Background: an optimization exercise with open tools, aiming at small area and a short achievable clock period. Do not read the settings as production practice. In this exercise RTL edits were held to simulation tests only and were not proved equivalent to the original. Power figures rest on the tool's default switching activity, not on a simulated workload.

--- run.sh ---
#!/bin/bash
# synth_recipe.tcl (not shown) runs the flow's synth.tcl, then flattens the netlist and writes it again
# the make line also repeats each setting of config.mk as NAME=value (left out here)
make -C /OpenROAD-flow-scripts/flow DESIGN_CONFIG=/design/flow/config.mk WORK_HOME=/design/flow/orfs CLKGATE_MAP_FILE= SYNTH_SCRIPT=/design/flow/synth_recipe.tcl finish
--- config.mk ---
export PLATFORM = sky130hd
export DESIGN_NAME = bpu_predictor
export DESIGN_NICKNAME = bpu_predictor
export VERILOG_FILES = /design/flow/design.v
export SDC_FILE = /design/flow/constraint.sdc
export NUM_CORES = 4
export LEC_CHECK = 0
export CAP_MARGIN = 20
export CORE_MARGIN = 2
export CORE_UTILIZATION = 40
export SLEW_MARGIN = 20
--- constraint.sdc ---
create_clock -name core_clock -period 8.0 [get_ports {clk}]
set_input_delay 1.6000 -clock core_clock [delete_from_list [all_inputs] [get_ports {clk}]]
set_output_delay 1.6000 -clock core_clock [all_outputs]
set_load 0.01 [all_outputs]
--- design.v ---
module bpu_predictor #(
   parameter int INDEX_BITS = 6,
   parameter int TAG_BITS   = 8
) (
   input  logic        clk,
   input  logic        reset,
   input  logic [31:0] pc_in,
   output logic        pred_taken,
   output logic [31:0] pred_imm,
   output logic        pred_hit,
   output logic        ready,
   input  logic        upd_valid,
   input  logic [31:0] upd_pc,
   input  logic        upd_taken,
   input  logic [31:0] upd_imm
);
   localparam int ENTRIES = 1 << INDEX_BITS;
   localparam int TAG_MSB = INDEX_BITS + TAG_BITS - 1;
   typedef enum logic {INIT, RUN} state_t;
   state_t                state;
   logic [INDEX_BITS-1:0] sweep_ptr;
   logic                  tbl_valid [ENTRIES];
   logic [TAG_BITS-1:0]   tbl_tag   [ENTRIES];
   logic [1:0]            tbl_ctr   [ENTRIES];
   logic [31:0]           tbl_imm   [ENTRIES];
   logic [INDEX_BITS-1:0] lk_idx;
   logic [TAG_BITS-1:0]   lk_tag;
   logic                  lk_hit;
   logic [INDEX_BITS-1:0] upd_idx;
   logic [TAG_BITS-1:0]   upd_tag;
   logic                  upd_hit;
   logic unused_pc_bits;
   assign unused_pc_bits = ^{pc_in[31:TAG_MSB+1], upd_pc[31:TAG_MSB+1]};
   always_ff @(posedge clk) begin
      if (reset) begin
         state     <= INIT;
         sweep_ptr <= '0;
      end else if (state == INIT) begin
         sweep_ptr <= sweep_ptr + INDEX_BITS'(1);
         if (sweep_ptr == '1) begin
            state <= RUN;
         end
      end
   end
   assign ready = (state == RUN);
   assign upd_idx = upd_pc[INDEX_BITS-1:0];
   assign upd_tag = upd_pc[TAG_MSB:INDEX_BITS];
   assign upd_hit = tbl_valid[upd_idx] && (tbl_tag[upd_idx] == upd_tag);
   always_ff @(posedge clk) begin
      if (!reset && state == INIT) begin
         tbl_valid[sweep_ptr] <= 1'b0;
         tbl_tag[sweep_ptr]   <= '0;
         tbl_ctr[sweep_ptr]   <= 2'b01;
         tbl_imm[sweep_ptr]   <= '0;
      end else if (!reset && state == RUN && upd_valid) begin
         if (upd_hit) begin
            if (upd_taken) begin
               if (tbl_ctr[upd_idx] != 2'b11) begin
                  tbl_ctr[upd_idx] <= tbl_ctr[upd_idx] + 2'd1;
               end
               tbl_imm[upd_idx] <= upd_imm;
            end else if (tbl_ctr[upd_idx] != 2'b00) begin
               tbl_ctr[upd_idx] <= tbl_ctr[upd_idx] - 2'd1;
            end
         end else if (upd_taken) begin
            tbl_valid[upd_idx] <= 1'b1;
            tbl_tag[upd_idx]   <= upd_tag;
            tbl_ctr[upd_idx]   <= 2'b10;
            tbl_imm[upd_idx]   <= upd_imm;
         end
      end
   end
   assign lk_idx     = pc_in[INDEX_BITS-1:0];
   assign lk_tag     = pc_in[TAG_MSB:INDEX_BITS];
   assign lk_hit     = tbl_valid[lk_idx] && (tbl_tag[lk_idx] == lk_tag);
   assign pred_hit   = ready && lk_hit;
   assign pred_taken = pred_hit && tbl_ctr[lk_idx][1];
   assign pred_imm   = pred_taken ? tbl_imm[lk_idx] : 32'd0;
endmodule
==> results of run 1 <==
==> area by class of cell <==
class / count / area share, %
Antenna cell: 8 / 0.0155
Multi-Input combinational cell: 1916 / 22.4
Clock buffer: 368 / 6.05
Clock inverter: 171 / 1.16
Timing Repair Buffer: 347 / 2.66
Sequential cell: 2759 / 64.0
Tap cell: 3724 / 3.60
Inverter: 8 / 0.0232
==> worst max-delay path, cell delays in order <==
cell and delay (ns):
buf_8 0.14, buf_12 0.28, mux4_2 0.55, mux4_2 0.60
mux4_2 0.50, xnor2_1 0.14, nand4_1 0.26, or4_1 0.74
a211o_2 0.34, buf_12 0.17, a211oi_2 0.20, clkdlybuf4s50_1 0.57
==> per-layer routing <==
| layer | routed length [µm] | global-route usage [%] | share of wire [%] | vias to the layer above |
|---|---|---|---|---|
| met3 | 24100 | 3.75 | 7.8 | 489 |
| met2 | 148000 | 34.1 | 48 | 2507 |
| met1 | 125000 | 29.8 | 41 | 30944 |
| met5 | 10 | 0 | 0.0032 | - |
| met4 | 10900 | 7.24 | 3.5 | 2 |
| li1 | - | - | - | 22334 |
==> where the power goes <==
group          total [mW]  switching [mW]  internal (mW)
clock                13.2            5.73           7.49
sequential           15.7          0.0139           15.7
combinational        1.18           0.704          0.479
total                30.1            6.45           23.7
==> registers in the layout, summed over array words and instances (netlist names) <==
register,count
tbl_imm,2048
tbl_tag,512
tbl_ctr,128
tbl_valid,64
sweep_ptr,6
state,1
==> synth_stat cells, types with 3 or more instances <==
cell type / n
edfxtp_1: 2752
mux4_2: 954
mux2i_1: 228
clkbuf_1: 167
nor2_1: 158
a22oi_1: 156
buf_2: 79
nand2_1: 45
nor2b_1: 45
a21oi_1: 43
and3_1: 42
nand3_1: 39
buf_1: 28
buf_6: 25
mux2_2: 19
nand4_1: 17
buf_4: 14
o21ai_0: 14
nor3_1: 13
xnor2_1: 13
o22ai_1: 10
a211oi_1: 9
o31ai_1: 9
nor4_1: 8
a221oi_1: 7
a31oi_1: 7
dfxtp_1: 7
inv_1: 7
nand2b_1: 7
xor2_1: 7
o21a_1: 6
or2_2: 6
or4_1: 6
nand3b_1: 5
nor3b_1: 5
o31a_1: 5
a21boi_0: 4
o211ai_1: 4
and2_1: 3
and3b_1: 3
==> cells by family (layout without fill, tap and decap cells) <==
group	count (synthesis)	count (layout)	synth area share, %
fa+ha+maj	1	1	0.0111
mux	1201	1201	21.3
buf+inv	323	894	1.40
simple gates	408	408	1.79
xor+xnor	20	20	0.156
other cells	0	8	0
flops	2759	2759	73.5
compound gates	286	286	1.79
==> worst min-delay path by stage <==
stage / to / slack, ns / cells after the start
global route: sweep_ptr[3] / 0.67 / 2
finish: sweep_ptr[1] / 0.66 / 2
global placement: sweep_ptr[3] / 0.62 / 2
CTS: sweep_ptr[3] / 0.63 / 2
floorplan: sweep_ptr[1] / 0.57 / 3
detailed placement: sweep_ptr[3] / 0.62 / 2
==> stage by stage <==
step | hold WS (ns) | setup WS, ns | util, % | power, mW | area, µm²
after CTS | 0.629 | 0.0898 | 46.2 | 30.3 | 129000
after global routing | 0.668 | 0.00707 | 46.2 | 30.9 | 129000
after global placement | 0.617 | 0.0782 | 42.8 | 17.2 | 120000
after detailed placement | 0.620 | 0.0966 | 42.8 | 17.2 | 120000
final | 0.659 | 0.158 | 46.2 | 30.1 | 129000
after floorplan | 0.568 | 0.962 | - | 16.8 | 113000
==> placed cells by master (no fill, tap or decap), types with 8 or more instances in the layout <==
cell / Yosys / final
edfxtp_1: 2752 / 2752
nor2_2: 0 / 9
mux2i_1: 228 / 226
clkinv_2: 0 / 45
buf_4: 14 / 205
nor2_1: 158 / 84
nor2_4: 0 / 65
mux2_2: 19 / 19
and3_4: 0 / 38
a211oi_1: 9 / 8
clkinv_1: 1 / 83
clkdlybuf4s50_1: 0 / 88
bufinv_16: 0 / 15
mux4_2: 954 / 954
nand4_1: 17 / 17
buf_12: 0 / 46
diode_2: 0 / 8
nor2b_1: 45 / 43
nand2_1: 45 / 45
a21oi_1: 43 / 37
nor3_1: 13 / 13
a22oi_1: 156 / 156
clkbuf_1: 167 / 64
o22ai_1: 10 / 10
nand3_1: 39 / 39
xnor2_1: 13 / 13
o21ai_0: 14 / 12
clkbuf_16: 0 / 302
==> flow_metrics.py, run 1 <==
metrics = {
    "outcome": {
        "outcome": "finished clean",
    },
    "sta": {
        "hold_viol_final": 0,
        "period_minus_slack_ns": 7.84,
        "fin_setup_tns_ns": 0,
        "finalCritPeriodShare_pct": 98.0,
        "fmax_mhz": 128,
        "drv_slew": 0,
        "worst_pin_slew_ns": 1.14,
        "fin_worst_skew_ns": 0.0935,
        "grt_setup_unrepaired": "false",
        "setup_viol": 0,
        "relSlewSlack_pct": 23.6,
    },
    "setup_path": {
        "arrival_ns": 6.24,
        "cp_max_fo": 34,
        "cp.required_ns": 6.40,
        "endpoint": "pred_imm[24]",
        "reg2reg_from": "tbl_tag[19][7]",
        "crit_type": "input port to primary output",
        "r2r-end": "tbl_ctr[13][0]",
        "cp-end-kind": "primary output",
        "startpoint": "pc_in[0]",
        "ff2ff_setup_slack_ns": 2.94,
        "worst-r2r-cell-count": 9,
        "start_kind": "input port",
    },
    "cts": {
        "cts_sinks": 2759,
        "cts_max_level": 5,
        "cts_root_buffer": "clkbuf_16",
        "path_clk_slew_ns": 0.06,
        "cts.hold.buffers_added": 0,
        "cts_tree": "built",
        "postCtsSetupBuffers": 0,
        "cts_inserted_buffers": 298,
        "clock_latency_ns": 0.93,
        "post_cts_resized": 0,
        "clockBufferDepth": 4,
    },
    "power_and_ir_drop": {
        "ir_worst_vdd_mv": 0.167,
        "power_density_nw_per_um2": 233,
        "leakage_nw": 45.9,
    },
    "global_route": {
        "grt_max_degree": 148,
        "antenna_found_initial": 16,
        "grt_pass1_wl_um": 434000,
        "grt-ovfl-total": 0,
        "first_global_vias": 57121,
        "grt_use_total_pct": 21.3,
    },
    "yosys": {
        "synth_edf_count": 2752,
        "syn-num-nets": 5099,
        "synth_top_cell_by_area": "edfxtp_1",
        "synthTopCellsByArea": "edfxtp_1, mux4_2, mux2i_1, a22oi_1, clkbuf_1",
        "syn_inst": 4998,
        "synth_warnings": 1,
        "synth_top_area_share_pct": 73.4,
        "synth-async-reset-ratio_pct": 0,
        "synth_ff_type": "edfxtp_1",
        "synth.avg_cell_area_um2": 22.5,
        "yosysSeqAreaShare_pct": 73.5,
        "syn_area_um2": 113000,
        "synth_cell_types": 57,
        "synth-seq-cells": 2759,
    },
    "finish": {
        "fin_nets": 5431,
        "ff_latch_area_um2": 82800,
        "fillCellCount": 23017,
        "drive_gt1_share_pct": 31.7,
        "multiInputGateArea_um2": 29000,
        "synthToLayoutAreaGrowth_pct": 14.8,
        "fin_cells": 9301,
    },
    "placement": {
        "portBuffers": 98,
        "post-dp-hpwl_um": 178000,
        "gp_congestion": 0.873,
        "dp.cells": 8754,
    },
    "flow_run": {
        "maxCapViolCount": 0,
    },
    "route": {
        "dr.pass1.iters": 5,
        "vias": 56276,
        "drc": 0,
        "wl_per_cell_um": 33.1,
        "ant_nets": 0,
        "wl_um": 308000,
        "drt_iter0_markers": 7012,
        "via_per_inst": 6.05,
    },
    "floorplanning": {
        "fp-row-count": 194,
        "die_w_um": 534,
        "core-area_um2": 280000,
        "ioPinCount": 135,
        "dieArea_um2": 286000,
        "initial_core_util_pct": 40.3,
        "die_h_um": 534,
    },
    "hold_path": {
        "hp-class": "flip-flop to flip-flop",
        "hold_path.startpoint": "sweep_ptr[1]",
    },
}
==> inputs of run 2 (changes only) <==
==> design.v (replaced) <==
module bpu_predictor #(
   parameter int INDEX_BITS = 6,
   parameter int TAG_BITS   = 8
) (
   input  logic        clk,
   input  logic        reset,
   input  logic [31:0] pc_in,
   output logic        pred_taken,
   output logic [31:0] pred_imm,
   output logic        pred_hit,
   output logic        ready,
   input  logic        upd_valid,
   input  logic [31:0] upd_pc,
   input  logic        upd_taken,
   input  logic [31:0] upd_imm
);
   localparam int ENTRIES = 1 << INDEX_BITS;
   localparam int TAG_MSB = INDEX_BITS + TAG_BITS - 1;
   logic                  ready_q;
   logic [INDEX_BITS-1:0] sweep_cnt;
   logic [ENTRIES-1:0]               tbl_valid;
   logic [ENTRIES-1:0][TAG_BITS-1:0] tbl_tag;
   logic [ENTRIES-1:0][1:0]          tbl_ctr;
   logic [ENTRIES-1:0][31:0]         tbl_imm;
   logic [INDEX_BITS-1:0] lk_idx;
   logic [TAG_BITS-1:0]   lk_tag;
   logic [INDEX_BITS-1:0] upd_idx;
   logic [TAG_BITS-1:0]   upd_tag;
   logic                  upd_hit;
   logic                  upd_act;
   logic [1:0]            upd_ctr;
   logic [1:0]            new_ctr;
   logic [ENTRIES-1:0]    row_hit;
   logic [ENTRIES-1:0]    row_tk;
   logic [ENTRIES-1:0]    upd_sel;
   logic unused_pc_bits;
   assign unused_pc_bits = ^{pc_in[31:TAG_MSB+1], upd_pc[31:TAG_MSB+1]};
   always_ff @(posedge clk) begin
      if (reset) begin
         ready_q   <= 1'b0;
         sweep_cnt <= '0;
      end else if (!ready_q) begin
         sweep_cnt <= sweep_cnt + INDEX_BITS'(1);
         if (sweep_cnt == '1) ready_q <= 1'b1;
      end
   end
   assign ready = ready_q;
   assign upd_idx = upd_pc[INDEX_BITS-1:0];
   assign upd_tag = upd_pc[TAG_MSB:INDEX_BITS];
   assign upd_ctr = tbl_ctr[upd_idx];
   assign upd_hit = tbl_valid[upd_idx] && (tbl_tag[upd_idx] == upd_tag);
   assign upd_act = ready_q && !reset && upd_valid;
   always_comb begin
      if (upd_hit) begin
         if (upd_taken) new_ctr = (upd_ctr == 2'b11) ? 2'b11 : upd_ctr + 2'd1;
         else           new_ctr = (upd_ctr == 2'b00) ? 2'b00 : upd_ctr - 2'd1;
      end else begin
         new_ctr = upd_taken ? 2'b10 : upd_ctr;
      end
   end
   assign lk_idx = pc_in[INDEX_BITS-1:0];
   assign lk_tag = pc_in[TAG_MSB:INDEX_BITS];
   for (genvar r = 0; r < ENTRIES; r++) begin : g_row
      assign upd_sel[r] = (upd_idx == INDEX_BITS'(r));
      always_ff @(posedge clk) begin
         if (reset) tbl_valid[r] <= 1'b0;
         else if (upd_act && upd_taken && upd_sel[r]) tbl_valid[r] <= 1'b1;
      end
      always_ff @(posedge clk) begin
         if (upd_act && upd_taken && upd_sel[r]) begin
            tbl_tag[r] <= upd_tag;
            tbl_imm[r] <= upd_imm;
         end
         if (upd_act && upd_sel[r]) tbl_ctr[r] <= new_ctr;
      end
      assign row_hit[r] = ready_q && (lk_idx == INDEX_BITS'(r)) && tbl_valid[r] && (tbl_tag[r] == lk_tag);
      assign row_tk[r]  = row_hit[r] && tbl_ctr[r][1];
   end
   assign pred_hit   = |row_hit;
   assign pred_taken = |row_tk;
   always_comb begin
      pred_imm = '0;
      for (int r = 0; r < ENTRIES; r++) pred_imm = pred_imm | (tbl_imm[r] & {32{row_tk[r]}});
   end
endmodule
--- a/config.mk
+++ b/config.mk
@@ -9,3 +9,4 @@
 export CORE_MARGIN = 2
 export CORE_UTILIZATION = 40
+export SETUP_SLACK_MARGIN = 2.5
 export SLEW_MARGIN = 20
==> run 2 against run 1 <==
Compared with the run above: still clean on timing, DRC and antenna; power rose by 0.52%; via count up 31%; combinational power is 14% lower; critical path type unchanged; largest power group unchanged.
==> flow_metrics.py, run 2 <==
metrics = {
    "outcome": {
        "outcome": "finished clean",
    },
    "floorplanning": {
        "ioPinCount": 135,
        "die_h_um": 523,
        "dieArea_um2": 274000,
        "core-area_um2": 268000,
        "initial_core_util_pct": 40.2,
        "die_w_um": 523,
        "fp-row-count": 190,
    },
    "setup_path": {
        "crit_type": "input port to primary output",
        "max_stage_delay_ns": 0.41,
        "startpoint": "pc_in[0]",
        "start_kind": "input port",
        "cp.required_ns": 6.40,
        "worst-r2r-cell-count": 6,
        "cp-end-kind": "primary output",
        "slowest_stage": "nor3_1",
        "ff2ff_setup_slack_ns": 3.16,
        "r2r-end": "tbl_imm[257]",
        "cp_max_fo": 19,
        "reg2reg_from": "ready_q",
        "cp_cell_sequence": "buf_12 > buf_4 > nor3_1 > buf_4 > nand4_1 > nor3_2 > and2_4 > buf_12 > buf_4 > a221oi_2 > nand4_1 > or4_4 > buf_12 > dlygate4sd2_1",
        "critPathTopFamily": "simple AND/OR/NAND/NOR gates",
        "crit_buf_inv": 7,
        "arrival_ns": 4.81,
    },
    "hold_path": {
        "hp-class": "flip-flop to flip-flop",
        "hold_path.startpoint": "tbl_valid[56]",
        "worstHoldPathCells": 2,
        "min_to": "tbl_valid[56]",
    },
    "yosys": {
        "synth_top_cell_by_area": "edfxtp_1",
        "synth_warnings": 1,
        "synth-async-reset-ratio_pct": 0,
        "syn-num-nets": 6104,
        "synthTopCellsByArea": "edfxtp_1, a221oi_1, a22o_1, xnor2_1, mux4_2",
        "synth_edf_count": 2688,
        "syn_area_um2": 108000,
        "synth_cell_types": 69,
        "syn_inst": 6003,
        "synth.avg_cell_area_um2": 18.0,
        "synth_ff_type": "edfxtp_1",
        "yosysSeqAreaShare_pct": 76.1,
        "synth-seq-cells": 2759,
        "yosysMostFrequentCell": "edfxtp_1",
        "synth_common_cells": "edfxtp_1, a221oi_1, a22o_1",
        "synth_top_area_share_pct": 74.8,
    },
    "power_and_ir_drop": {
        "leakage_nw": 43.7,
        "clockPowerShare_pct": 44.3,
        "pwr-share-seq_pct": 52.4,
        "power.switching_mw": 6.37,
        "comb_power_share_pct": 3.4,
        "p_sw_share_pct": 21.0,
        "power_density_nw_per_um2": 224,
        "intPower_mw": 23.9,
        "ir_worst_vdd_mv": 0.254,
        "power_mw": 30.3,
    },
    "sta": {
        "finalCritPeriodShare_pct": 80.2,
        "setup_ws_ns": 1.59,
        "fmax_mhz": 156,
        "grt_setup_unrepaired": "true",
        "fin_worst_skew_ns": 0.107,
        "fin_setup_tns_ns": 0,
        "setup_viol": 0,
        "drv_slew": 0,
        "period_minus_slack_ns": 6.41,
        "relSlewSlack_pct": 14.9,
        "hold_viol_final": 0,
        "worst_pin_slew_ns": 1.28,
    },
    "route": {
        "vias": 73874,
        "wl_um": 477000,
        "drc": 0,
        "ant_nets": 0,
        "drt_iter0_markers": 15660,
        "via_per_inst": 6.95,
        "wl_per_cell_um": 44.9,
        "dr.pass1.iters": 12,
    },
    "cts": {
        "cts.hold.buffers_added": 0,
        "cts_sinks": 2759,
        "cts_max_level": 5,
        "path_clk_slew_ns": 0.05,
        "clock_latency_ns": 1.00,
        "cts_root_buffer": "clkbuf_16",
        "cts_tree": "built",
        "cts_inserted_buffers": 297,
        "clockBufferDepth": 4,
    },
    "finish": {
        "largest_reg_flops": 2048,
        "final_cell_mix": "edfxtp_1, a22o_1, buf_4",
        "top_register": "tbl_imm",
        "final_common_cell": "edfxtp_1",
        "fin_cells": 10628,
        "fin_area_um2": 135000,
        "drive_gt1_share_pct": 29.6,
        "reg_top3": "tbl_imm x2048, tbl_tag x512, tbl_ctr x128",
        "synthToLayoutAreaGrowth_pct": 25.5,
        "fin_nets": 6952,
    },
    "flow_run": {
        "maxCapViolCount": 0,
    },
    "global_route": {
        "grt_pass1_wl_um": 613000,
        "grt_use_total_pct": 33.5,
        "met2_usage_pct": 48.2,
        "use_met1_pct": 43.3,
        "grt_busiest_layer": "met2",
        "first_global_vias": 67191,
        "use_met3_pct": 12.4,
        "grt_max_degree": 72,
        "antenna_found_initial": 34,
        "grt-ovfl-total": 0,
    },
    "placement": {
        "pre_cts_slack_ns": -0.0693,
        "dpl_cell_area_um2": 117000,
        "dp.cells": 9712,
        "portBuffers": 98,
        "post-dp-hpwl_um": 256000,
        "gp_congestion": 0.958,
    },
}
-- run 2: worst max path at each step --
| stage | endpoint | cells past startpoint |
|---|---|---|
| after floorplan | pred_imm[16] | 13 |
| after global placement | pred_imm[11] | 13 |
| after detailed placement | pred_imm[11] | 13 |
| after CTS | pred_imm[4] | 14 |
| after global routing | pred_imm[24] | 15 |
| final | pred_imm[24] | 14 |
-- run 2: cell families after synthesis --
logic type / synth area share, %
AND/OR/NAND/NOR: 4.47
multiplexers: 4.07
XOR/XNOR: 4.27
adder cells (fa/ha/maj): 0.0325
buffers and inverters: 1.81
AO/OA/AOI/OAI: 9.22
flip-flops: 76.1
-- run 2: worst register-to-register path, stage by stage (launching register included) --
cell and delay [ns]:
dfxtp_2 0.58, buf_4 0.33, nand3b_1 0.42, nor2_1 0.48, nand3_2 0.84, nor2_4 1.18, buf_4 0.61
-- run 2: power groups by stage --
stage               clock network, mW  registers (mW)  logic, mW
finish                           13.4            15.9       1.02
global route                     13.9            15.9       1.04
CTS                              13.4            15.9      0.934
detailed placement                  0            16.2      0.835
global placement                    0            16.2      0.821
floorplan                           0            16.2      0.419
-- run 2: per-layer routing --
metal  wire, µm  up-vias
met5        218        -
met4      37600       28
met3      81200     1832
met2     199000     7714
met1     160000    37602
li1           -    26698
-- run 2: repair_timing --
item	in CTS	in global routing
gates cloned	43	17
pin swaps	137	163
setup buffers	216	113
setup endpoints to repair	74	138
resized for setup	582	324
-- run 2: per-stage QoR --
step	hold WS, ns	utilization [%]
after global placement	0.478	43.7
after floorplan	0.449	-
after global routing	0.523	50.5
after CTS	0.499	49.3
final	0.504	50.5
after detailed placement	0.486	43.7
-- run 2: final cells by class --
| cell class | instances | area [µm²] |
|---|---|---|
| flip-flops and latches | 2759 | 82100 |
| clock buffers | 355 | 7860 |
| fillers | 21426 | 133000 |
| multi-input cells | 2836 | 27400 |
| diodes | 24 | 60.1 |
| well taps | 3552 | 4440 |
| repair buffers | 946 | 12100 |
| inverters | 11 | 45.0 |
| clock inverters | 145 | 1330 |
==> inputs of run 3 (changes only) <==
--- a/config.mk
+++ b/config.mk
@@ -8,5 +8,8 @@
 export CAP_MARGIN = 20
 export CORE_MARGIN = 2
-export CORE_UTILIZATION = 40
+export CORE_UTILIZATION = 55
+export CTS_BUF_LIST = sky130_fd_sc_hd__clkbuf_8 sky130_fd_sc_hd__clkbuf_16
+export CTS_CLUSTER_DIAMETER = 60
+export CTS_CLUSTER_SIZE = 30
 export SETUP_SLACK_MARGIN = 2.5
 export SLEW_MARGIN = 20
==> run 3 against run 2 <==
Compared with the run above: die area decreased by 27%; clock power decreased by 26%; sequential share of layout area increased by 2.2 points; global-route usage increased by 13 points; clock skew decreased by 0.044 ns; non-clock buffer count decreased by 10.
==> flow_metrics.py, run 3 <==
metrics = {
    "outcome": {
        "outcome": "finished clean",
    },
    "power_and_ir_drop": {
        "clockPowerShare_pct": 36.9,
        "intPower_mw": 20.6,
        "power_density_nw_per_um2": 204,
        "pwr-share-seq_pct": 59.3,
        "power_mw": 26.7,
        "p_sw_share_pct": 22.7,
        "comb_power_share_pct": 3.8,
        "ir_worst_vdd_mv": 0.245,
        "leakage_nw": 42.0,
        "power.switching_mw": 6.08,
    },
    "sta": {
        "setup_ws_ns": 1.75,
        "holdWs_ns": 0.503,
        "finalCritPeriodShare_pct": 78.1,
        "hold_viol_final": 0,
        "fin_worst_skew_ns": 0.0631,
        "worst_pin_slew_ns": 1.22,
        "fin_setup_tns_ns": 0,
        "grt_setup_unrepaired": "true",
        "period_minus_slack_ns": 6.25,
        "fmax_mhz": 160,
        "drv_slew": 0,
        "relSlewSlack_pct": 18.5,
        "setup_viol": 0,
    },
    "floorplanning": {
        "ioPinCount": 135,
        "core-area_um2": 195000,
        "initial_core_util_pct": 55.3,
        "die_w_um": 447,
        "fp-row-count": 162,
        "die_h_um": 447,
        "dieArea_um2": 200000,
    },
    "cts": {
        "cts_sinks": 2759,
        "clockBufferDepth": 3,
        "clock_latency_ns": 0.92,
        "path_clk_slew_ns": 0.08,
        "cts_max_level": 4,
        "cts_root_buffer": "clkbuf_16",
        "cts_inserted_buffers": 169,
        "cts_tree": "built",
    },
    "route": {
        "wl_um": 477000,
        "via_per_inst": 7.70,
        "dr.pass1.iters": 9,
        "ant_nets": 0,
        "drc": 0,
        "vias": 73171,
        "drt_iter0_markers": 15221,
        "wl_per_cell_um": 50.1,
    },
    "hold_path": {
        "hp-class": "flip-flop to flip-flop",
    },
    "global_route": {
        "grt_max_degree": 76,
        "grt_use_total_pct": 46.9,
        "first_global_vias": 66369,
        "grt-ovfl-total": 0,
        "antenna_found_initial": 39,
        "grt_pass1_wl_um": 613000,
    },
    "yosys": {
        "syn_inst": 6003,
        "synthTopCellsByArea": "edfxtp_1, a221oi_1, a22o_1, xnor2_1, mux4_2",
        "synthAdderAreaFrac_pct": 0.0325,
        "yosys.area_share.simple_pct": 4.47,
        "syn_area_um2": 108000,
        "muxShareOfSynthArea_pct": 4.07,
        "synth_cell_types": 69,
        "yosysMostFrequentCell": "edfxtp_1",
        "synth_common_cells": "edfxtp_1, a221oi_1, a22o_1",
        "synth_ff_type": "edfxtp_1",
        "synth_edf_count": 2688,
        "synth.avg_cell_area_um2": 18.0,
        "synth_top_cell_by_area": "edfxtp_1",
        "synth_top_area_share_pct": 74.8,
        "syn-num-nets": 6104,
        "synth_xor_area_share_pct": 4.27,
        "synth-async-reset-ratio_pct": 0,
        "synth-seq-cells": 2759,
        "synth_compound_area_share_pct": 9.22,
        "yosysSeqAreaShare_pct": 76.1,
        "synth_top_family_by_area": "compound AO/OA/AOI/OAI gates",
        "synth_warnings": 1,
    },
    "setup_path": {
        "start_kind": "input port",
        "arrival_ns": 4.65,
        "cp_max_fo": 6,
        "cp-end-kind": "primary output",
        "cp.required_ns": 6.40,
        "ff2ff_setup_slack_ns": 3.50,
        "crit_type": "input port to primary output",
    },
    "finish": {
        "largest_reg_flops": 2048,
        "top_register": "tbl_imm",
        "final_cell_mix": "edfxtp_1, a22o_1, xnor2_1",
        "multiInputGateArea_um2": 27200,
        "fin_nets": 6813,
        "synthToLayoutAreaGrowth_pct": 21.1,
        "drive_gt1_share_pct": 28.3,
        "reg_top3": "tbl_imm x2048, tbl_tag x512, tbl_ctr x128",
        "fillCellCount": 13122,
        "final_common_cell": "edfxtp_1",
        "fin_cells": 9508,
        "ff_latch_area_um2": 82100,
    },
    "flow_run": {
        "maxCapViolCount": 0,
    },
    "placement": {
        "dp.cells": 8738,
        "portBuffers": 98,
        "pre_cts_slack_ns": 0.191,
        "post-dp-hpwl_um": 249000,
        "gp_congestion": 0.980,
    },
}
run 3: path summary, 6_finish.rpt:
kind,start,end,cells past startpoint
min,tbl_valid[1],tbl_valid[1],2
max,pc_in[0],pred_imm[29],15
min reg2reg,tbl_valid[1],tbl_valid[1],2
max reg2reg,ready_q,tbl_imm[1037],6
run 3: worst max-delay path, cell delays in order:
cell and delay (ns):
buf_12 0.11, buf_8 0.13, nand4_1 0.11, buf_6 0.17, buf_8 0.15, buf_8 0.15, nor4_4 0.06, and2_4 0.24
buf_6 0.18, buf_8 0.14, a22o_1 0.21, a221oi_2 0.25, nand4_1 0.32, or4_4 0.64, buf_6 0.14
run 3: stage by stage:
step                      instance area, µm²  util [%]
after floorplan                       108000         -
after global placement                116000      59.2
after detailed placement              116000      59.2
after CTS                             128000      65.9
after global routing                  131000      67.0
final                                 131000      67.0
run 3: layout make-up:
class,instances,share of cell area (%)
sequential,2759,62.8
clock inverter,139,1.15
timing repair buffer,936,9.25
clock buffer,177,3.38
tap,2624,2.51
inverter,11,0.0316
antenna,27,0.0517
multi-input combinational,2835,20.8
run 3: cells by family after synthesis:
logic type	count (synthesis)
XOR/XNOR	526
AND/OR/NAND/NOR	906
multiplexers	247
AO/OA/AOI/OAI	1150
flip-flops	2759
buffers and inverters	412
adder cells (fa/ha/maj)	3
run 3: power groups by stage:
stage / clock network (mW) / registers, mW / logic, mW
final: 9.87 / 15.8 / 1.02
after detailed placement: 0 / 16.2 / 0.842
after global placement: 0 / 16.2 / 0.830
after global routing: 10.3 / 15.8 / 1.05
after CTS: 9.80 / 15.8 / 0.954
after floorplan: 0 / 16.2 / 0.419
run 3: repair_timing:
| item | CTS | global route |
|---|---|---|
| setup buffers | 272 | 86 |
| pin swaps | 178 | 135 |
| setup endpoints to repair | 98 | 133 |
| hold endpoints to repair | 0 | 0 |
| hold buffers | 0 | 0 |
| gates resized for setup | 730 | 185 |
| cloned | 54 | 14 |
run 3: per-layer routing:
layer  global-route usage [%]  wire [µm]
met1                     59.0     153000
met2                     68.5     206000
met3                     15.4      73700
met4                     34.0      43400
met5                    0.366        366

[separate check: timing with driven ports]
How much do the figures lean on ideal ports? The routed layouts below were timed once more, with nothing changed but the port constraints. Step 1 assumes that a clkbuf_16 drives the clock port and a buf_2 every other input. Step 2, shift: input delay + t, output delay - t, t = (earliest + latest rising clock arrival at the registers) / 2. This alone moves slack from input paths to output paths. Slacks: ideal / step 1 / step 2; pairs: ideal / step 1.
run	t (ns)	setup slack, ns	hold slack, ns
run 1	0.970	0.158 / 0.100 / 0.100	0.659 / 0.659 / 0.659
run 2	1.042	1.585 / 1.507 / 1.454	0.504 / 0.504 / 0.504
run 3	0.983	1.754 / 1.515 / 1.515	0.503 / 0.503 / 0.503
After both steps setup and hold are still met in every run listed. The setup slack of run 3, which loses most, moves by -0.239 ns with the drivers and by -0.239 ns with both steps.
